This design comes from an exercise in tuning for a short achievable clock period and few clock cycles per item on the open sky130 flow, not from production work.
The RTL was checked by simulation tests, not by an equivalence proof against the original design.
Power is estimated from default activity; no workload was simulated.

==> design/flow/design.v <==
module huffman_tree_walk_decoder_top #(
  parameter int NODE_COUNT = 64
) (
  input  logic        clk,
  input  logic        rst,
  input  logic        cfg_valid,
  output logic        cfg_ready,
  input  logic [0:0]  cfg_reg_index,
  input  logic [31:0] cfg_wdata,
  input  logic        in_valid,
  output logic        in_ready,
  input  logic [1:0]  in_operation,
  input  logic [5:0]  in_node_addr,
  input  logic [5:0]  in_node_left,
  input  logic [5:0]  in_node_right,
  input  logic [7:0]  in_node_symbol,
  input  logic [7:0]  in_data_byte,
  output logic        out_valid,
  input  logic        out_ready,
  output logic [7:0]  out_symbol,
  output logic [31:0] out_output_count,
  output logic        out_last
);
  localparam int TW   = 20;           
  localparam int RW   = 13;           
  localparam int PW   = 29;           
  localparam int FW   = 17 + 8*RW;    
  localparam int NRT  = 128;
  localparam int CAPF = 5;            
  localparam int CAPS = 2;            
  function automatic [63:0] dec6(input logic [5:0] a);
    dec6 = 64'd1 << a;
  endfunction
  function automatic [TW-1:0] tread(input logic [63:0] oh, input logic [64*TW-1:0] t);
    tread = '0;
    for (int k = 0; k < 64; k++) tread = tread | (t[k*TW +: TW] & {TW{oh[k]}});
  endfunction
  logic [5:0]        root_q;
  logic [31:0]       limit_q;
  logic [64*TW-1:0]  tbl;
  logic [NRT*RW-1:0] rt;
  logic              in_ready_q, cfg_ready_q;
  logic              ctrl_v;
  logic [1:0]        ctrl_op;
  logic [5:0]        ctrl_addr, ctrl_l, ctrl_r;
  logic [7:0]        ctrl_s;
  logic              r_v;
  logic [7:0]        r_b;
  logic              d_v, d_h, d_full;
  logic [7:0]        d_b, d_n;
  logic [8*4-1:0]    d_q;            
  logic [8*2-1:0]    d_m;            
  logic [8*16-1:0]   d_lo;           
  logic              p_v, p_h, p_full;
  logic [7:0]        p_b, p_n;
  logic [4*4-1:0]    p_q;
  logic [4*4*RW-1:0] p_part;         
  logic              l_v, l_h, l_full;
  logic [7:0]        l_b, l_n;
  logic [4*RW-1:0]   l_raw;
  logic [4*RW-1:0]   l_lo;           
  logic [5*FW-1:0]   f_mem;          
  logic [3:0]        f_cnt;
  logic [1:0]        sv;
  logic [15:0]       sb;
  logic [16*PW-1:0]  si;
  logic              fp;
  logic [7:0]        occ;            
  logic [15:0]       pp;
  logic              at_root, ok, sfetch, refetch, chk, cpend;
  logic [5:0]        cN;
  logic [63:0]       cNOH;
  logic [TW-1:0]     cE;
  logic [31:0]       count;
  logic              e_v, e_eatf, e_fadv;
  logic [7:0]        e_sym;
  logic [31:0]       e_cnt;
  logic              pv, pin;
  logic [7:0]        psym;
  logic [31:0]       pcnt;
  logic [4*41-1:0]   ob;
  logic [1:0]        owp, orp;
  logic [2:0]        ocn;
  logic              ov, olast;
  logic [7:0]        osym;
  logic [31:0]       ocount;
  logic [2:0]        b_st;          
  logic              b_ph;          
  logic [11:0]       er;            
  logic [2*TW-1:0]   e1;            
  logic [3:0]        w_v;           
  logic [4*6-1:0]    w_n;           
  logic [4*TW-1:0]   w_e;           
  logic [4*7-1:0]    w_p;           
  logic [4*3-1:0]    w_d;           
  logic [4*3-1:0]    w_sc;          
  logic [4*5*16-1:0] w_st;          
  logic [3:0]        wr_v;          
  logic [4*7-1:0]    wr_p;
  logic [4*3-1:0]    wr_d;
  logic [4*RW-1:0]   wr_e;
  assign in_ready         = in_ready_q;
  assign cfg_ready        = cfg_ready_q;
  assign out_valid        = ov;
  assign out_symbol       = osym;
  assign out_output_count = ocount;
  assign out_last         = olast;
  logic acc, acc_dec, acc_ctl, cfg_wr, wr_root, wr_limit;
  assign acc      = in_valid && in_ready_q;
  assign acc_dec  = acc && (in_operation == 2'd1);
  assign acc_ctl  = acc && (in_operation != 2'd1);
  assign cfg_wr   = cfg_valid && cfg_ready_q;
  assign wr_root  = cfg_wr && (cfg_reg_index == 1'b0);
  assign wr_limit = cfg_wr && (cfg_reg_index == 1'b1);
  logic bld_busy, bld_restart;
  logic [4*TW-1:0] fd;              
  logic [TW-1:0]   p1_data;
  assign bld_busy = (b_st != 3'd0) || (|wr_v);
  logic p0c;
  always_comb begin
    for (int w = 0; w < 4; w++) begin
      logic [63:0] oh;
      oh = dec6(w_n[w*6 +: 6]);
      if (w == 0 && p0c) oh = cNOH;
      fd[w*TW +: TW] = tread(oh, tbl);
    end
    p1_data = fd[0 +: TW];
  end
  always_ff @(posedge clk) begin
    for (int w = 0; w < 4; w++) w_e[w*TW +: TW] <= fd[w*TW +: TW];
    p0c <= !(bld_restart || bld_busy);
    if (bld_restart) begin
      b_st <= 3'd1;
      b_ph <= 1'b0;
      w_v  <= '0;
      w_sc <= '0;
      wr_v <= '0;
    end else begin
      wr_v <= '0;
      case (b_st)
        3'd1: begin
          w_n[0 +: 6] <= root_q;
          b_st <= 3'd2;
        end
        3'd2: b_st <= 3'd3;           
        3'd3: begin
          er <= w_e[8 +: 12];
          w_n[0 +: 6] <= w_e[14 +: 6];
          w_n[6 +: 6] <= w_e[8 +: 6];
          b_st <= 3'd4;
        end
        3'd4: b_st <= 3'd5;           
        3'd5: begin
          for (int w = 0; w < 4; w++) begin
            logic [TW-1:0] e;
            logic [5:0]    c;
            e = w_e[(w/2)*TW +: TW];
            c = (w % 2 == 1) ? e[13:8] : e[19:14];
            if (e[7:0] != 8'd0) begin
              w_v[w] <= 1'b0;
              wr_v[w]            <= 1'b1;
              wr_p[w*7 +: 7]     <= 7'(w << 5);
              wr_d[w*3 +: 3]     <= 3'd2;
              wr_e[w*RW +: RW]   <= {1'b1, 1'b0, 3'd1, e[7:0]};
            end else begin
              w_v[w]          <= 1'b1;
              w_n[w*6 +: 6]   <= c;
              w_p[w*7 +: 7]   <= 7'(w << 5);
              w_d[w*3 +: 3]   <= 3'd2;
            end
          end
          b_ph <= 1'b0;
          b_st <= 3'd6;
        end
        3'd6: begin
          b_ph <= !b_ph;
          if (b_ph) begin
            for (int w = 0; w < 4; w++) begin
              logic [TW-1:0] e;
              logic [6:0]    p;
              logic [2:0]    d;
              logic [2:0]    sc;
              logic [15:0]   top;
              e   = w_e[w*TW +: TW];
              p   = w_p[w*7 +: 7];
              d   = w_d[w*3 +: 3];
              sc  = w_sc[w*3 +: 3];
              top = w_st[(w*5)*16 +: 16];
              if (w_v[w]) begin
                if ((e[7:0] != 8'd0) || (d == 3'd7)) begin
                  wr_v[w]          <= 1'b1;
                  wr_p[w*7 +: 7]   <= p;
                  wr_d[w*3 +: 3]   <= d;
                  wr_e[w*RW +: RW] <= (e[7:0] != 8'd0) ? {1'b1, 1'b0, d, e[7:0]} : {1'b0, e[19:8]};
                  if (sc != 3'd0) begin
                    {w_n[w*6 +: 6], w_p[w*7 +: 7], w_d[w*3 +: 3]} <= top;
                    for (int k = 0; k < 4; k++) w_st[(w*5+k)*16 +: 16] <= w_st[(w*5+k+1)*16 +: 16];
                    w_sc[w*3 +: 3] <= sc - 3'd1;
                  end else begin
                    w_v[w] <= 1'b0;
                  end
                end else begin
                  w_n[w*6 +: 6]    <= e[19:14];
                  w_d[w*3 +: 3]    <= d + 3'd1;
                  w_st[(w*5)*16 +: 16] <= {e[13:8], p | 7'(7'd1 << (3'd6 - d)), d + 3'd1};
                  for (int k = 1; k < 5; k++) w_st[(w*5+k)*16 +: 16] <= w_st[(w*5+k-1)*16 +: 16];
                  w_sc[w*3 +: 3] <= sc + 3'd1;
                end
              end
            end
          end
          if (w_v == 4'd0) b_st <= 3'd0;
        end
        default: ;
      endcase
    end
    for (int v = 0; v < NRT; v++) begin
      logic [4:0] m;
      int         w;
      w = v / 32;
      for (int b = 2; b < 7; b++) m[6-b] = (wr_d[w*3 +: 3] > 3'(b));
      if (wr_v[w] && (((5'(v) ^ wr_p[w*7 +: 5]) & m) == 5'd0)) rt[v*RW +: RW] <= wr_e[w*RW +: RW];
    end
  end
  logic        sel_fast, sel_jump, sel_cr, sel_eif, sel_clo, sel_bit, cv, p7, p0;
  logic [7:0]  sel_raw;
  logic [15:0] ppn, ppr;
  logic [1:0]  cs;
  always_comb begin
    sel_fast = 1'b0; sel_jump = 1'b0; sel_cr = 1'b0; sel_eif = 1'b0; sel_bit = 1'b0; sel_clo = 1'b0;
    sel_raw  = '0;
    for (int k = 0; k < 16; k++) begin
      sel_clo  = sel_clo  | (pp[k] & si[k*PW + 28]);
      sel_fast = sel_fast | (pp[k] & si[k*PW + 27]);
      sel_jump = sel_jump | (pp[k] & si[k*PW + 26]);
      sel_cr   = sel_cr   | (pp[k] & si[k*PW + 25]);
      sel_eif  = sel_eif  | (pp[k] & si[k*PW + 24]);
      sel_raw  = sel_raw  | ({8{pp[k]}} & si[k*PW +: 8]);
      sel_bit  = sel_bit  | (pp[k] & sb[(k/8)*8 + 7 - (k%8)]);
    end
    cs[0] = |pp[7:0];
    cs[1] = |pp[15:8];
    cv = |(cs & sv);
    p7 = pp[7] | pp[15];
    p0 = pp[0] | pp[8];
    for (int s = 0; s < 2; s++) begin
      for (int j = 0; j < 8; j++) begin
        logic a;
        a = 1'b0;
        for (int i = 0; i < 8; i++) begin
          a = a | (pp[s*8+i] & si[(s*8+i)*PW + 16 + j]);
          a = a | (pp[(1-s)*8+i] & si[((1-s)*8+i)*PW + 8 + j]);
        end
        ppn[s*8+j] = a;
      end
    end
    ppr = {pp[14:0], pp[15]};
  end
  logic osp, leafE, okl;
  logic a_F1, a_F2, a_F3, a_B, a_S1, a_ST, a_CO;
  logic emit, e_at_f, f_adv, free_cur;
  logic [7:0] esym;
  logic [5:0] child;
  logic pipe_empty, exec, ex_load, ex_restart;
  logic x_load, x_restart;
  assign osp   = (ocn <= 3'd2);
  assign leafE = (cE[7:0] != 8'd0);
  assign okl   = chk && leafE && ok;
  assign a_F1 = at_root && ok && cv && sel_fast && osp;
  assign a_F2 = at_root && ok && cv && !sel_fast && sel_jump;
  assign a_F3 = at_root && cv && (!ok || (!sel_fast && !sel_jump));
  assign a_B  = !at_root && sfetch && p0c;
  assign a_S1 = !at_root && !sfetch && okl && osp;
  assign a_ST = !at_root && !sfetch && !okl && cv;
  assign a_CO = !at_root && !sfetch && chk && !okl && !cv;
  assign emit     = a_F1 || a_S1;
  assign esym     = a_F1 ? sel_raw[7:0] : cE[7:0];
  assign e_at_f   = a_F1 ? sel_eif : 1'b1;
  assign f_adv    = (a_F1 && sel_cr) || (a_F2 && !p0) || (a_F3 && sel_clo) || ((a_S1 || a_ST || a_CO) && cpend);
  assign free_cur = ((a_F1 || a_F2) && sel_cr) || (a_ST && p7);
  assign child    = sel_bit ? cE[13:8] : cE[19:14];
  assign pipe_empty = !r_v && !d_v && !p_v && !l_v && (f_cnt == 4'd0) && (sv == 2'd0)
                   && !(sfetch && !refetch) && !chk && !x_load && !x_restart;
  assign exec       = ctrl_v && pipe_empty;
  assign ex_load    = x_load;
  assign ex_restart = x_restart;
  assign bld_restart = rst || ex_load || wr_root;
  logic ptrig, d_load, ctrl_vn, rf, byp, fpop, fpush;
  logic [3:0] cap;
  logic       occ_lt_p1, occ_lt_0, occ_lt_m1, irdy_n;
  assign ptrig  = r_v && !bld_busy && (!d_v || d_h) && !(in_valid && (in_operation == 2'd1));
  assign d_load = r_v && !bld_busy && (!d_v || d_h) && (acc_dec || ptrig);
  assign rf     = !sv[fp] && ((f_cnt != 4'd0) || (l_v && l_h));
  assign byp    = l_v && l_h && (f_cnt == 4'd0) && !sv[fp];
  assign fpop   = rf && (f_cnt != 4'd0);
  assign fpush  = l_v && l_h && !byp;
  assign cap       = (bld_busy || bld_restart) ? 4'd1 : ((at_root && ok) ? 4'(CAPF) : 4'(CAPS));
  assign occ_lt_p1 = (cap >= 4'd2) && !occ[3'(cap - 4'd2)];
  assign occ_lt_0  = !occ[3'(cap - 4'd1)];
  assign occ_lt_m1 = !occ[3'(cap)];
  always_comb begin
    ctrl_vn = acc_ctl ? 1'b1 : (exec ? 1'b0 : ctrl_v);
    case ({acc_dec, free_cur})
      2'b10:   irdy_n = occ_lt_p1;
      2'b01:   irdy_n = occ_lt_m1;
      default: irdy_n = occ_lt_0;
    endcase
  end
  always_ff @(posedge clk) begin
    if (rst) begin
      root_q      <= '0;
      limit_q     <= '0;
      ctrl_v      <= 1'b0;
      occ         <= '0;
      in_ready_q  <= 1'b0;
      cfg_ready_q <= 1'b0;
    end else begin
      if (wr_root)  root_q  <= cfg_wdata[5:0];
      if (wr_limit) limit_q <= cfg_wdata;
      ctrl_v      <= ctrl_vn;
      case ({acc_dec, free_cur})
        2'b10:   occ <= {occ[6:0], 1'b1};
        2'b01:   occ <= {1'b0, occ[7:1]};
        default: ;
      endcase
      in_ready_q  <= !acc_ctl && !ctrl_vn && irdy_n && !acc_dec;
      cfg_ready_q <= pipe_empty && !ctrl_v && !acc;
    end
    x_load    <= !rst && exec && (ctrl_op == 2'd0);
    x_restart <= !rst && exec && (ctrl_op == 2'd2);
    if (acc_ctl) begin
      ctrl_op   <= in_operation;
      ctrl_addr <= in_node_addr;
      ctrl_l    <= in_node_left;
      ctrl_r    <= in_node_right;
      ctrl_s    <= in_node_symbol;
    end
    if (ex_load) begin
      for (int k = 0; k < 64; k++)
        if (ctrl_addr == 6'(k)) tbl[k*TW +: TW] <= {ctrl_l, ctrl_r, ctrl_s};
    end
  end
  always_ff @(posedge clk) begin
    if (rst) begin
      r_v   <= 1'b0;
      d_v   <= 1'b0;
      d_h   <= 1'b0;
      p_v   <= 1'b0;
      l_v   <= 1'b0;
      f_cnt <= '0;
      sv    <= '0;
      fp    <= 1'b0;
    end else begin
      r_v   <= acc_dec ? 1'b1 : (d_load ? 1'b0 : r_v);
      d_v   <= d_load || (d_v && !d_h);
      d_h   <= !d_load && d_v && !d_h;
      p_v   <= d_v;
      l_v   <= p_v;
      case ({fpush, fpop})
        2'b10:   f_cnt <= f_cnt + 4'd1;
        2'b01:   f_cnt <= f_cnt - 4'd1;
        default: ;
      endcase
      for (int s = 0; s < 2; s++) begin
        if (rf && (fp == 1'(s)))              sv[s] <= 1'b1;
        else if (free_cur && cs[s])           sv[s] <= 1'b0;
      end
      if (rf) fp <= !fp;
    end
    if (acc_dec) r_b <= in_data_byte;
    if (d_load) begin
      d_b    <= r_b;
      d_n    <= acc_dec ? in_data_byte : 8'd0;
      d_full <= acc_dec;
    end
    for (int i = 0; i < 8; i++) if (d_load) begin
      logic [15:0] s16;
      logic [6:0]  idx;
      s16 = {r_b, acc_dec ? in_data_byte : 8'd0};
      idx = s16[15-i -: 7];
      d_q[i*4 +: 4]    <= 4'd1 << idx[6:5];
      d_m[i*2 +: 2]    <= 2'd1 << idx[4];
      d_lo[i*16 +: 16] <= 16'd1 << idx[3:0];
    end
    p_b    <= d_b;
    p_n    <= d_n;
    p_h    <= d_h;
    p_full <= d_full;
    for (int i = 0; i < 4; i++) begin
      logic [15:0] lo1;
      logic [1:0]  m1;
      lo1 = d_h ? d_lo[(i+4)*16 +: 16] : d_lo[i*16 +: 16];
      m1  = d_h ? d_m[(i+4)*2 +: 2]    : d_m[i*2 +: 2];
      p_q[i*4 +: 4] <= d_h ? d_q[(i+4)*4 +: 4] : d_q[i*4 +: 4];
      for (int q = 0; q < 4; q++) begin
        logic [RW-1:0] e, g;
        e = '0;
        for (int m = 0; m < 2; m++) begin
          g = '0;
          for (int lo = 0; lo < 16; lo++) g = g | (rt[(q*32+m*16+lo)*RW +: RW] & {RW{lo1[lo]}});
          e = e | (g & {RW{m1[m]}});
        end
        p_part[(i*4+q)*RW +: RW] <= e;
      end
    end
    l_b    <= p_b;
    l_n    <= p_n;
    l_h    <= p_h;
    l_full <= p_full;
    if (l_v && !l_h) l_lo <= l_raw;
    for (int i = 0; i < 4; i++) begin
      logic [RW-1:0] e;
      e = '0;
      for (int q = 0; q < 4; q++) e = e | (p_part[(i*4+q)*RW +: RW] & {RW{p_q[i*4 + q]}});
      l_raw[i*RW +: RW] <= e;
    end
    for (int k = 0; k < 5; k++) begin
      if (fpop) begin
        if (4'(k + 1) < f_cnt)                     f_mem[k*FW +: FW] <= f_mem[(k+1)%5*FW +: FW];
        else if (fpush && (4'(k + 1) == f_cnt))    f_mem[k*FW +: FW] <= {l_b, l_n, l_full, l_raw, l_lo};
      end else begin
        if (fpush && (4'(k) == f_cnt))             f_mem[k*FW +: FW] <= {l_b, l_n, l_full, l_raw, l_lo};
      end
    end
    if (rf) begin
      logic [FW-1:0] h;
      h = (f_cnt == 4'd0) ? {l_b, l_n, l_full, l_raw, l_lo} : f_mem[0 +: FW];
      for (int s = 0; s < 2; s++) begin
        if (fp == 1'(s)) begin
          sb[s*8 +: 8] <= h[FW-1 -: 8];
          for (int i = 0; i < 8; i++) begin
            logic [RW-1:0] e;
            logic [6:0]    lo;
            logic          fnd, full, cr, eif, b8;
            logic [15:0]   s16;
            logic [7:0]    raw;
            logic [7:0]    ns, nn;
            e    = h[i*RW +: RW];
            full = h[8*RW];
            s16  = h[FW-1 -: 16];
            fnd  = e[12];
            lo   = 7'(7'd1 << (e[10:8] - 3'd1));
            b8   = s16[8 - i];                   
            raw  = fnd ? e[7:0] : {2'b0, (b8 ? e[5:0] : e[11:6])};
            ns = '0; nn = '0; cr = 1'b0; eif = 1'b0;
            for (int m = 0; m < 7; m++) begin
              if (i + m + 1 < 8) ns[i+m+1]   = lo[m];
              else               nn[i+m+1-8] = lo[m];
              if (i + m + 1 >= 8) cr  = cr  | lo[m];
              if (i + m + 1 <= 8) eif = eif | lo[m];
            end
            if (!fnd) begin
              ns  = 8'd0;
              nn  = 8'(8'd1 << i);
              cr  = 1'b1;
              eif = (i == 0);
            end
            si[(s*8+i)*PW +: PW] <= {!full && !(fnd && eif) && (i != 0),
                                     fnd && (full || eif),
                                     !fnd && full,
                                     cr,
                                     eif,
                                     ns,
                                     nn,
                                     raw};
          end
        end
      end
    end
  end
  logic [31:0] cnt1;
  logic        ok0, ok1;
  assign cnt1 = count + 32'd1;
  assign ok0  = count < limit_q;
  assign ok1  = cnt1 < limit_q;
  always_ff @(posedge clk) begin
    if (rst) begin
      pp      <= 16'd1;
      at_root <= 1'b1;
      sfetch  <= 1'b0;
      refetch <= 1'b0;
      chk     <= 1'b0;
      cpend   <= 1'b0;
      count   <= '0;
      ok      <= 1'b0;
    end else begin
      if (a_F1 || a_F2) pp <= ppn;
      else if (a_ST)    pp <= ppr;
      if (a_ST)                    cpend <= p7;
      else if (a_F2)               cpend <= p0;
      else if (a_S1 || a_CO)       cpend <= 1'b0;
      if (ex_restart) begin
        count <= '0;
        ok    <= (limit_q != 32'd0);
      end else begin
        if (emit) count <= cnt1;
        ok <= emit ? ok1 : ok0;
      end
      if (ex_restart) begin
        at_root <= 1'b1;
        sfetch  <= 1'b0;
        refetch <= 1'b0;
        chk     <= 1'b0;
      end else if ((ex_load && !at_root) || (wr_root && at_root)) begin
        at_root <= 1'b0;
        sfetch  <= 1'b1;
        refetch <= 1'b1;
        chk     <= 1'b0;
      end else begin
        if (a_F2 || a_F3) at_root <= 1'b0;
        else if (a_S1)    at_root <= 1'b1;
        if (a_ST || a_F2) sfetch <= 1'b1;
        else if (a_B)     sfetch <= 1'b0;
        if (a_B)          refetch <= 1'b0;
        if (a_B)                                       chk <= !refetch;
        else if (a_S1 || a_ST || a_CO || a_F2 || a_F3) chk <= 1'b0;
      end
    end
    if (wr_root && at_root)  cN <= root_q;
    else if (a_F2)           cN <= sel_raw[5:0];
    else if (a_F3)           cN <= root_q;
    else if (a_ST)           cN <= child;
    if (wr_root && at_root)  cNOH <= dec6(root_q);
    else if (ex_load)        cNOH <= dec6(cN);
    else if (a_F2)           cNOH <= dec6(sel_raw[5:0]);
    else if (!sfetch)        cNOH <= dec6(child);
    if (a_F3)                cE <= {er, 8'd0};
    else if (a_B)            cE <= p1_data;
  end
  logic res, res_last, oen, opop;
  assign res      = pv && (e_v || !pin || e_fadv) && (e_v || (ocn != 3'd4));
  assign res_last = !(pin && e_v && e_eatf);
  assign oen      = !ov || out_ready;
  assign opop     = oen && (ocn != 3'd0);
  always_ff @(posedge clk) begin
    e_sym  <= esym;
    e_cnt  <= cnt1;
    e_eatf <= e_at_f;
    if (rst) begin
      e_v    <= 1'b0;
      e_fadv <= 1'b0;
      pv     <= 1'b0;
      pin    <= 1'b0;
      ov     <= 1'b0;
      ocn    <= '0;
      owp    <= '0;
      orp    <= '0;
    end else begin
      e_v    <= emit;
      e_fadv <= f_adv;
      if (e_v) begin
        pv  <= 1'b1;
        pin <= !(e_eatf && e_fadv);
      end else if (res) begin
        pv <= 1'b0;
      end else if (pv && e_fadv) begin
        pin <= 1'b0;
      end
      if (oen) ov <= (ocn != 3'd0);
      if (opop) orp <= orp + 2'd1;
      if (res)  owp <= owp + 2'd1;
      case ({res, opop})
        2'b10:   ocn <= ocn + 3'd1;
        2'b01:   ocn <= ocn - 3'd1;
        default: ;
      endcase
    end
    if (e_v) begin
      psym <= e_sym;
      pcnt <= e_cnt;
    end
    if (res) begin
      for (int k = 0; k < 4; k++)
        if (owp == 2'(k)) ob[k*41 +: 41] <= {psym, pcnt, res_last};
    end
    if (oen) begin
      for (int k = 0; k < 4; k++)
        if (orp == 2'(k)) {osym, ocount, olast} <= ob[k*41 +: 41];
    end
  end
endmodule
==> design/flow/run.sh <==
#!/bin/bash
# synth_recipe.tcl (not shown) runs the flow's synth.tcl, then flattens the netlist and writes it again
# the make line also repeats each setting of config.mk as NAME=value (left out here)
make -C /OpenROAD-flow-scripts/flow DESIGN_CONFIG=/design/flow/config.mk WORK_HOME=/design/flow/orfs CLKGATE_MAP_FILE= SYNTH_SCRIPT=/design/flow/synth_recipe.tcl finish
==> design/flow/config.mk <==
export PLATFORM = sky130hd
export DESIGN_NAME = huffman_tree_walk_decoder_top
export DESIGN_NICKNAME = huffman_tree_walk_decoder_top
export VERILOG_FILES = /design/flow/design.v
export SDC_FILE = /design/flow/constraint.sdc
export NUM_CORES = 4
export LEC_CHECK = 0
export CAP_MARGIN = 20
export CORE_MARGIN = 2
export CORE_UTILIZATION = 40
export PLACE_DENSITY = 0.55
export SETUP_SLACK_MARGIN = 3.0
export SLEW_MARGIN = 20
==> design/flow/constraint.sdc <==
create_clock -name core_clock -period 6.0 [get_ports {clk}]
set_input_delay 1.2000 -clock core_clock [delete_from_list [all_inputs] [get_ports {clk}]]
set_output_delay 1.2000 -clock core_clock [all_outputs]
set_load 0.01 [all_outputs]
==> results of run 1 <==
-- how the worst max path moves through the flow --
stage / cells past startpoint / endpoint
after CTS: 13 / ok
after detailed placement: 9 / w_n[17]
after global placement: 7 / cE[13]
after floorplan: 3 / d_b[6]
-- stage by stage --
step           utilization (%)  worst slack, ns  hold slack [ns]  power [W]  std cells
3_5_place_dp             43.17            1.357           0.3139    0.07304      27730
4_1_cts                  49.59            2.309           0.3272     0.1172      29910
2_1_floorplan                -            1.299           0.3096    0.06066      19740
3_3_place_gp             43.12            1.227           0.3142    0.07301      27710
-- Yosys cell counts, types with 241 or more instances --
library cell	count	share of area, %
mux2_2	652	2.9
nand3_1	937	1.8
buf_1	241	0.35
a22o_1	2177	7.5
edfxtp_1	4921	58
nor2_1	1268	1.9
a221oi_1	2115	7.3
nand2_1	1255	1.8
a21oi_1	242	0.48
dfxtp_1	593	4.7
nand4_1	352	0.86
a22oi_1	1945	5.7
clkbuf_1	1310	1.9
-- kinds of logic after synthesis --
kind of cell	count (synthesis)
compound gates	7076
flops	5514
simple gates	4350
buf+inv	1810
mux	799
fa+ha+maj	110
xor+xnor	81
-- power groups by stage --
stage	clock network, W	registers [W]	logic, W
after floorplan	0	0.0490	0.0117
after global placement	0	0.0504	0.0226
after detailed placement	0	0.0503	0.0227
after CTS	0.0404	0.0497	0.0271
-- timing repair --
item                       4_1_cts
buffers inserted               822
gates resized for setup       1681
gates cloned                   214
pin swaps                      419
setup endpoints to repair     3423
-- per-layer routing --
layer / global-route usage [%] / GRT overflow
met5: 35.88 / 1
met3: 54.23 / 0
met4: 59.03 / 0
met2: 75.85 / 0
met1: 67.81 / 0
==> results by group, run 1 <==
Status
  • Status: stopped before the end
  • Failed at: global routing
  • Stop err: [ERROR GRT-0232] Routing congestion too high. Check the congestion heatmap in the GUI.

Clock network
  • CTS sink cnt: approximately 5500
  • Max Buffers Root-to-Sink: 4
  • CTS Hold Bufs: 0
  • # H-tree levels: 6
  • Cts bufs inserted: 620
  • Clock Tree Root: clkbuf_16

Floorplan
  • Die Wd: 802.4 um
  • Starting Density: 40.11%
  • Die Ht: 802.4 um
  • Rows: about 290
  • IO Count: 118

Synthesis
  • Post-synthesis mux area share: around 3.7%
  • Post-synthesis compound-gate area fraction: between 20% and 30%
  • Synth Area in XOR/XNOR: 0.2782%
  • Top_reg_cell synth: edfxtp_1
  • Post-Synth Simple-Gate Area: 7.746%
  • Post-synthesis sequential area ratio: 62.61%
  • Mapped Cells: 19740
  • Mapped cell area: approximately 250000 sq um
  • Async S/R FF share, synth: 0%
  • Syn Area/Cell: 12.92 sq um
  • Synth warn: 1
  • Synth unique cells: 85
  • Post-synth EDFFs: around 5000
  • Post-synthesis adder-cell area fraction: 0.5545%
  • Net Count, Synth: 19920
  • Synthesized flop and latch total: 5514
  • Largest family of logic cells by synthesized area: compound AO/OA/AOI/OAI gates

Placed design
  • Cell Area, Placed: 274400 sq um
  • I/O Buffers: 117
  • Post-DP HPWL: 1109 mm
  • Routability congestion estimate: 1.208

Global routing
  • Largest net degree at the start of global routing: about 170
  • Global Route Usage Sum: between 60% and 70%
  • Global route total overflow: 1
Testbench counts, summed over its fixed seeds: cycles 9,959, bytes 4,096.
==> run 2: changes to the inputs <==
--- a/design/flow/design.v
+++ b/design/flow/design.v
@@ -26,7 +26,7 @@
   localparam int PW   = 29;           
   localparam int FW   = 17 + 8*RW;    
   localparam int NRT  = 128;
-  localparam int CAPF = 5;            
+  localparam int CAPF = 6;            
   localparam int CAPS = 2;            
   function automatic [63:0] dec6(input logic [5:0] a);
     dec6 = 64'd1 << a;
@@ -37,6 +37,7 @@
   endfunction
   logic [5:0]        root_q;
   logic [31:0]       limit_q;
+  logic [31:0]       lim_m1;         
   logic [64*TW-1:0]  tbl;
   logic [NRT*RW-1:0] rt;
   logic              in_ready_q, cfg_ready_q;
@@ -46,20 +47,19 @@
   logic [7:0]        ctrl_s;
   logic              r_v;
   logic [7:0]        r_b;
-  logic              d_v, d_h, d_full;
+  logic              d_v, d_full;
   logic [7:0]        d_b, d_n;
   logic [8*4-1:0]    d_q;            
   logic [8*2-1:0]    d_m;            
   logic [8*16-1:0]   d_lo;           
-  logic              p_v, p_h, p_full;
+  logic              p_v, p_full;
   logic [7:0]        p_b, p_n;
-  logic [4*4-1:0]    p_q;
-  logic [4*4*RW-1:0] p_part;         
-  logic              l_v, l_h, l_full;
+  logic [8*4-1:0]    p_q;
+  logic [8*4*RW-1:0] p_part;         
+  logic              l_v, l_full;
   logic [7:0]        l_b, l_n;
-  logic [4*RW-1:0]   l_raw;
-  logic [4*RW-1:0]   l_lo;           
-  logic [5*FW-1:0]   f_mem;          
+  logic [8*RW-1:0]   l_raw;
+  logic [6*FW-1:0]   f_mem;          
   logic [3:0]        f_cnt;
   logic [1:0]        sv;
   logic [15:0]       sb;
@@ -69,7 +69,6 @@
   logic [15:0]       pp;
   logic              at_root, ok, sfetch, refetch, chk, cpend;
   logic [5:0]        cN;
-  logic [63:0]       cNOH;
   logic [TW-1:0]     cE;
   logic [31:0]       count;
   logic              e_v, e_eatf, e_fadv;
@@ -86,6 +85,7 @@
   logic [31:0]       ocount;
   logic [2:0]        b_st;          
   logic              b_ph;          
+  logic              wdec;          
   logic [11:0]       er;            
   logic [2*TW-1:0]   e1;            
   logic [3:0]        w_v;           
@@ -114,21 +114,19 @@
   assign wr_limit = cfg_wr && (cfg_reg_index == 1'b1);
   logic bld_busy, bld_restart;
   logic [4*TW-1:0] fd;              
-  logic [TW-1:0]   p1_data;
+  logic [TW-1:0]   p1_data;         
   assign bld_busy = (b_st != 3'd0) || (|wr_v);
-  logic p0c;
   always_comb begin
     for (int w = 0; w < 4; w++) begin
       logic [63:0] oh;
       oh = dec6(w_n[w*6 +: 6]);
-      if (w == 0 && p0c) oh = cNOH;
       fd[w*TW +: TW] = tread(oh, tbl);
     end
-    p1_data = fd[0 +: TW];
+    p1_data = tread(dec6(cN), tbl);
   end
   always_ff @(posedge clk) begin
     for (int w = 0; w < 4; w++) w_e[w*TW +: TW] <= fd[w*TW +: TW];
-    p0c <= !(bld_restart || bld_busy);
+    wdec <= !bld_restart && (b_st == 3'd6) && !b_ph;
     if (bld_restart) begin
       b_st <= 3'd1;
       b_ph <= 1'b0;
@@ -174,7 +172,7 @@
         end
         3'd6: begin
           b_ph <= !b_ph;
-          if (b_ph) begin
+          if (wdec) begin
             for (int w = 0; w < 4; w++) begin
               logic [TW-1:0] e;
               logic [6:0]    p;
@@ -269,7 +267,7 @@
   assign a_F1 = at_root && ok && cv && sel_fast && osp;
   assign a_F2 = at_root && ok && cv && !sel_fast && sel_jump;
   assign a_F3 = at_root && cv && (!ok || (!sel_fast && !sel_jump));
-  assign a_B  = !at_root && sfetch && p0c;
+  assign a_B  = !at_root && sfetch;
   assign a_S1 = !at_root && !sfetch && okl && osp;
   assign a_ST = !at_root && !sfetch && !okl && cv;
   assign a_CO = !at_root && !sfetch && chk && !okl && !cv;
@@ -288,23 +286,19 @@
   logic ptrig, d_load, ctrl_vn, rf, byp, fpop, fpush;
   logic [3:0] cap;
   logic       occ_lt_p1, occ_lt_0, occ_lt_m1, irdy_n;
-  assign ptrig  = r_v && !bld_busy && (!d_v || d_h) && !(in_valid && (in_operation == 2'd1));
-  assign d_load = r_v && !bld_busy && (!d_v || d_h) && (acc_dec || ptrig);
-  assign rf     = !sv[fp] && ((f_cnt != 4'd0) || (l_v && l_h));
-  assign byp    = l_v && l_h && (f_cnt == 4'd0) && !sv[fp];
+  assign ptrig  = r_v && !bld_busy && !(in_valid && (in_operation == 2'd1));
+  assign d_load = r_v && !bld_busy && (acc_dec || ptrig);
+  assign rf     = !sv[fp] && ((f_cnt != 4'd0) || l_v);
+  assign byp    = l_v && (f_cnt == 4'd0) && !sv[fp];
   assign fpop   = rf && (f_cnt != 4'd0);
-  assign fpush  = l_v && l_h && !byp;
+  assign fpush  = l_v && !byp;
   assign cap       = (bld_busy || bld_restart) ? 4'd1 : ((at_root && ok) ? 4'(CAPF) : 4'(CAPS));
   assign occ_lt_p1 = (cap >= 4'd2) && !occ[3'(cap - 4'd2)];
   assign occ_lt_0  = !occ[3'(cap - 4'd1)];
   assign occ_lt_m1 = !occ[3'(cap)];
   always_comb begin
     ctrl_vn = acc_ctl ? 1'b1 : (exec ? 1'b0 : ctrl_v);
-    case ({acc_dec, free_cur})
-      2'b10:   irdy_n = occ_lt_p1;
-      2'b01:   irdy_n = occ_lt_m1;
-      default: irdy_n = occ_lt_0;
-    endcase
+    irdy_n = acc_dec ? occ_lt_p1 : occ_lt_0;
   end
   always_ff @(posedge clk) begin
     if (rst) begin
@@ -317,13 +311,14 @@
     end else begin
       if (wr_root)  root_q  <= cfg_wdata[5:0];
       if (wr_limit) limit_q <= cfg_wdata;
+      lim_m1 <= (limit_q == 32'd0) ? 32'd0 : limit_q - 32'd1;
       ctrl_v      <= ctrl_vn;
       case ({acc_dec, free_cur})
         2'b10:   occ <= {occ[6:0], 1'b1};
         2'b01:   occ <= {1'b0, occ[7:1]};
         default: ;
       endcase
-      in_ready_q  <= !acc_ctl && !ctrl_vn && irdy_n && !acc_dec;
+      in_ready_q  <= !acc_ctl && !ctrl_vn && irdy_n;
       cfg_ready_q <= pipe_empty && !ctrl_v && !acc;
     end
     x_load    <= !rst && exec && (ctrl_op == 2'd0);
@@ -344,7 +339,6 @@
     if (rst) begin
       r_v   <= 1'b0;
       d_v   <= 1'b0;
-      d_h   <= 1'b0;
       p_v   <= 1'b0;
       l_v   <= 1'b0;
       f_cnt <= '0;
@@ -352,8 +346,7 @@
       fp    <= 1'b0;
     end else begin
       r_v   <= acc_dec ? 1'b1 : (d_load ? 1'b0 : r_v);
-      d_v   <= d_load || (d_v && !d_h);
-      d_h   <= !d_load && d_v && !d_h;
+      d_v   <= d_load;
       p_v   <= d_v;
       l_v   <= p_v;
       case ({fpush, fpop})
@@ -368,12 +361,10 @@
       if (rf) fp <= !fp;
     end
     if (acc_dec) r_b <= in_data_byte;
-    if (d_load) begin
-      d_b    <= r_b;
-      d_n    <= acc_dec ? in_data_byte : 8'd0;
-      d_full <= acc_dec;
-    end
-    for (int i = 0; i < 8; i++) if (d_load) begin
+    d_b    <= r_b;
+    d_n    <= acc_dec ? in_data_byte : 8'd0;
+    d_full <= acc_dec;
+    for (int i = 0; i < 8; i++) begin
       logic [15:0] s16;
       logic [6:0]  idx;
       s16 = {r_b, acc_dec ? in_data_byte : 8'd0};
@@ -384,47 +375,40 @@
     end
     p_b    <= d_b;
     p_n    <= d_n;
-    p_h    <= d_h;
     p_full <= d_full;
-    for (int i = 0; i < 4; i++) begin
-      logic [15:0] lo1;
-      logic [1:0]  m1;
-      lo1 = d_h ? d_lo[(i+4)*16 +: 16] : d_lo[i*16 +: 16];
-      m1  = d_h ? d_m[(i+4)*2 +: 2]    : d_m[i*2 +: 2];
-      p_q[i*4 +: 4] <= d_h ? d_q[(i+4)*4 +: 4] : d_q[i*4 +: 4];
+    p_q    <= d_q;
+    for (int i = 0; i < 8; i++) begin
       for (int q = 0; q < 4; q++) begin
         logic [RW-1:0] e, g;
         e = '0;
         for (int m = 0; m < 2; m++) begin
           g = '0;
-          for (int lo = 0; lo < 16; lo++) g = g | (rt[(q*32+m*16+lo)*RW +: RW] & {RW{lo1[lo]}});
-          e = e | (g & {RW{m1[m]}});
+          for (int lo = 0; lo < 16; lo++) g = g | (rt[(q*32+m*16+lo)*RW +: RW] & {RW{d_lo[i*16 + lo]}});
+          e = e | (g & {RW{d_m[i*2 + m]}});
         end
         p_part[(i*4+q)*RW +: RW] <= e;
       end
     end
     l_b    <= p_b;
     l_n    <= p_n;
-    l_h    <= p_h;
     l_full <= p_full;
-    if (l_v && !l_h) l_lo <= l_raw;
-    for (int i = 0; i < 4; i++) begin
+    for (int i = 0; i < 8; i++) begin
       logic [RW-1:0] e;
       e = '0;
       for (int q = 0; q < 4; q++) e = e | (p_part[(i*4+q)*RW +: RW] & {RW{p_q[i*4 + q]}});
       l_raw[i*RW +: RW] <= e;
     end
-    for (int k = 0; k < 5; k++) begin
+    for (int k = 0; k < 6; k++) begin
       if (fpop) begin
-        if (4'(k + 1) < f_cnt)                     f_mem[k*FW +: FW] <= f_mem[(k+1)%5*FW +: FW];
-        else if (fpush && (4'(k + 1) == f_cnt))    f_mem[k*FW +: FW] <= {l_b, l_n, l_full, l_raw, l_lo};
+        if (4'(k + 1) < f_cnt)                     f_mem[k*FW +: FW] <= f_mem[(k+1)%6*FW +: FW];
+        else if (fpush && (4'(k + 1) == f_cnt))    f_mem[k*FW +: FW] <= {l_b, l_n, l_full, l_raw};
       end else begin
-        if (fpush && (4'(k) == f_cnt))             f_mem[k*FW +: FW] <= {l_b, l_n, l_full, l_raw, l_lo};
+        if (fpush && (4'(k) == f_cnt))             f_mem[k*FW +: FW] <= {l_b, l_n, l_full, l_raw};
       end
     end
     if (rf) begin
       logic [FW-1:0] h;
-      h = (f_cnt == 4'd0) ? {l_b, l_n, l_full, l_raw, l_lo} : f_mem[0 +: FW];
+      h = (f_cnt == 4'd0) ? {l_b, l_n, l_full, l_raw} : f_mem[0 +: FW];
       for (int s = 0; s < 2; s++) begin
         if (fp == 1'(s)) begin
           sb[s*8 +: 8] <= h[FW-1 -: 8];
@@ -472,7 +456,7 @@
   logic        ok0, ok1;
   assign cnt1 = count + 32'd1;
   assign ok0  = count < limit_q;
-  assign ok1  = cnt1 < limit_q;
+  assign ok1  = count < lim_m1;      
   always_ff @(posedge clk) begin
     if (rst) begin
       pp      <= 16'd1;
@@ -520,10 +504,6 @@
     else if (a_F2)           cN <= sel_raw[5:0];
     else if (a_F3)           cN <= root_q;
     else if (a_ST)           cN <= child;
-    if (wr_root && at_root)  cNOH <= dec6(root_q);
-    else if (ex_load)        cNOH <= dec6(cN);
-    else if (a_F2)           cNOH <= dec6(sel_raw[5:0]);
-    else if (!sfetch)        cNOH <= dec6(child);
     if (a_F3)                cE <= {er, 8'd0};
     else if (a_B)            cE <= p1_data;
   end
--- a/design/flow/config.mk
+++ b/design/flow/config.mk
@@ -6,8 +6,10 @@
 export NUM_CORES = 4
 export LEC_CHECK = 0
 export CAP_MARGIN = 20
+export CELL_PAD_IN_SITES_DETAIL_PLACEMENT = 1
+export CELL_PAD_IN_SITES_GLOBAL_PLACEMENT = 1
 export CORE_MARGIN = 2
-export CORE_UTILIZATION = 40
-export PLACE_DENSITY = 0.55
+export CORE_UTILIZATION = 30
+export PLACE_DENSITY = 0.38
 export SETUP_SLACK_MARGIN = 3.0
 export SLEW_MARGIN = 20
==> run 2 against run 1 <==
The run again fails in global routing; area after synthesis rose by 22%; synthesized cell count rose by 41%.
==> results by group, run 2 <==
Status
  • Status: stopped before the end
  • Failed at: global routing
  • Stop err: [ERROR GRT-0232] Routing congestion too high. Check the congestion heatmap in the GUI.

Floorplan
  • Die Ht: 1.023 mm
  • Rows: approximately 370
  • Die Wd: 1.023 mm
  • IO Count: 118
  • Starting Density: between 30% and 40%

Synthesis
  • Most frequent cell after synthesis: edfxtp_1
  • Synthesized flop and latch total: 5823
  • Async S/R FF share, synth: 0%
  • Post-Synth Simple-Gate Area: 8.020%
  • Post-synth EDFFs: 4773
  • Syn Area/Cell: 11.15 sq um
  • Synth Area in XOR/XNOR: less than 1%
  • Mapped Cells: between 20000 and 30000
  • Net Count, Synth: about 28000
  • Post-synthesis compound-gate area fraction: 29.79%
  • Post-synthesis adder-cell area fraction: 0.4542%
  • Yosys top cell area share: 46.05%
  • Synth warn: 1
  • Post-synth top cells: 4773 x edfxtp_1, 3662 x a22o_1, 3547 x a22oi_1
  • Most area-hungry cell type in the Yosys netlist: edfxtp_1
  • Post-synthesis mux area share: between 3 and 4%
  • Largest cells by area after synthesis: edfxtp_1 46%, a22o_1 10%, a221oi_1 9.4%
  • Mapped cell area: about 310000 sq um
  • Post-synthesis sequential area ratio: 52.80%
  • Largest family of logic cells by synthesized area: compound AO/OA/AOI/OAI gates
  • Top_reg_cell synth: edfxtp_1
  • Synth unique cells: 83

Clock network
  • # H-tree levels: 6
  • Max Buffers Root-to-Sink: 5
  • CTS sink cnt: 5823
  • Clock Tree Root: clkbuf_16
  • Cts bufs inserted: ~710

Placed design
  • Setup WS pre-CTS: 0.8044 ns
  • Routability congestion estimate: 1.136
  • Post-DP HPWL: about 2000 mm
  • I/O Buffers: 117

Global routing
  • Largest net degree at the start of global routing: 151
  • Global Route Usage Sum: 60.97%
  • Global route total overflow: 3
run 2: cell count changes after synthesis, moves of 456 or more:
cell      previous run  this run
clkbuf_1          1310      2687
dfxtp_1            593      1050
buf_1              241      1415
a221oi_1          2115      3343
a22oi_1           1945      3547
nand3_1            937       413
a22o_1            2177      3662
nand2_1           1255      1711
nand4_1            352      1309
run 2: timing repair:
action | CTS
endpoints found under the hold margin | 0
setup endpoints to repair | 3049
resized for setup | 716
setup buffers | 483
pin swaps | 210
hold buffers | 0
cloned | 13
run 2: kinds of logic after synthesis:
| kind of cell | count (synthesis) |
|---|---|
| buffers and inverters | 4548 |
| muxes | 811 |
| adders and majority gates | 110 |
| DFF | 5823 |
| and+or+nand+nor | 5112 |
| AOI/OAI and AO/OA | 11400 |
| xor gates and xnor gates | 105 |
run 2: stage by stage:
stage	cell area [sq um]	util, %	instances	total power [W]
CTS	365900	35.33	40840	0.1270
detailed placement	335000	32.34	39040	0.07982
global placement	334200	32.27	39000	0.07961
floorplan	311400	-	27910	0.06369
run 2: power groups by stage:
stage | Combinational [W] | Clock (W) | Sequential, W
after floorplan | 0.0121 | 0 | 0.0516
after global placement | 0.0257 | 0 | 0.0539
after CTS | 0.0281 | 0.0459 | 0.0531
after detailed placement | 0.0258 | 0 | 0.0540
run 2: per-layer routing:
metal	GRT usage, %	GRT overflow
met1	68.31	3
met2	70.57	0
met3	50.54	0
met4	45.73	0
met5	28.52	0
run 2: how the worst max path moves through the flow:
stage                                end  cells past startpoint
global placement                  w_n[3]                      9
CTS                 out_output_count[14]                      1
floorplan                         sb[10]                      6
detailed placement             w_st[244]                      8
Testbench counts of run 2, summed over its fixed seeds: cycles 9,775, bytes 4,096.
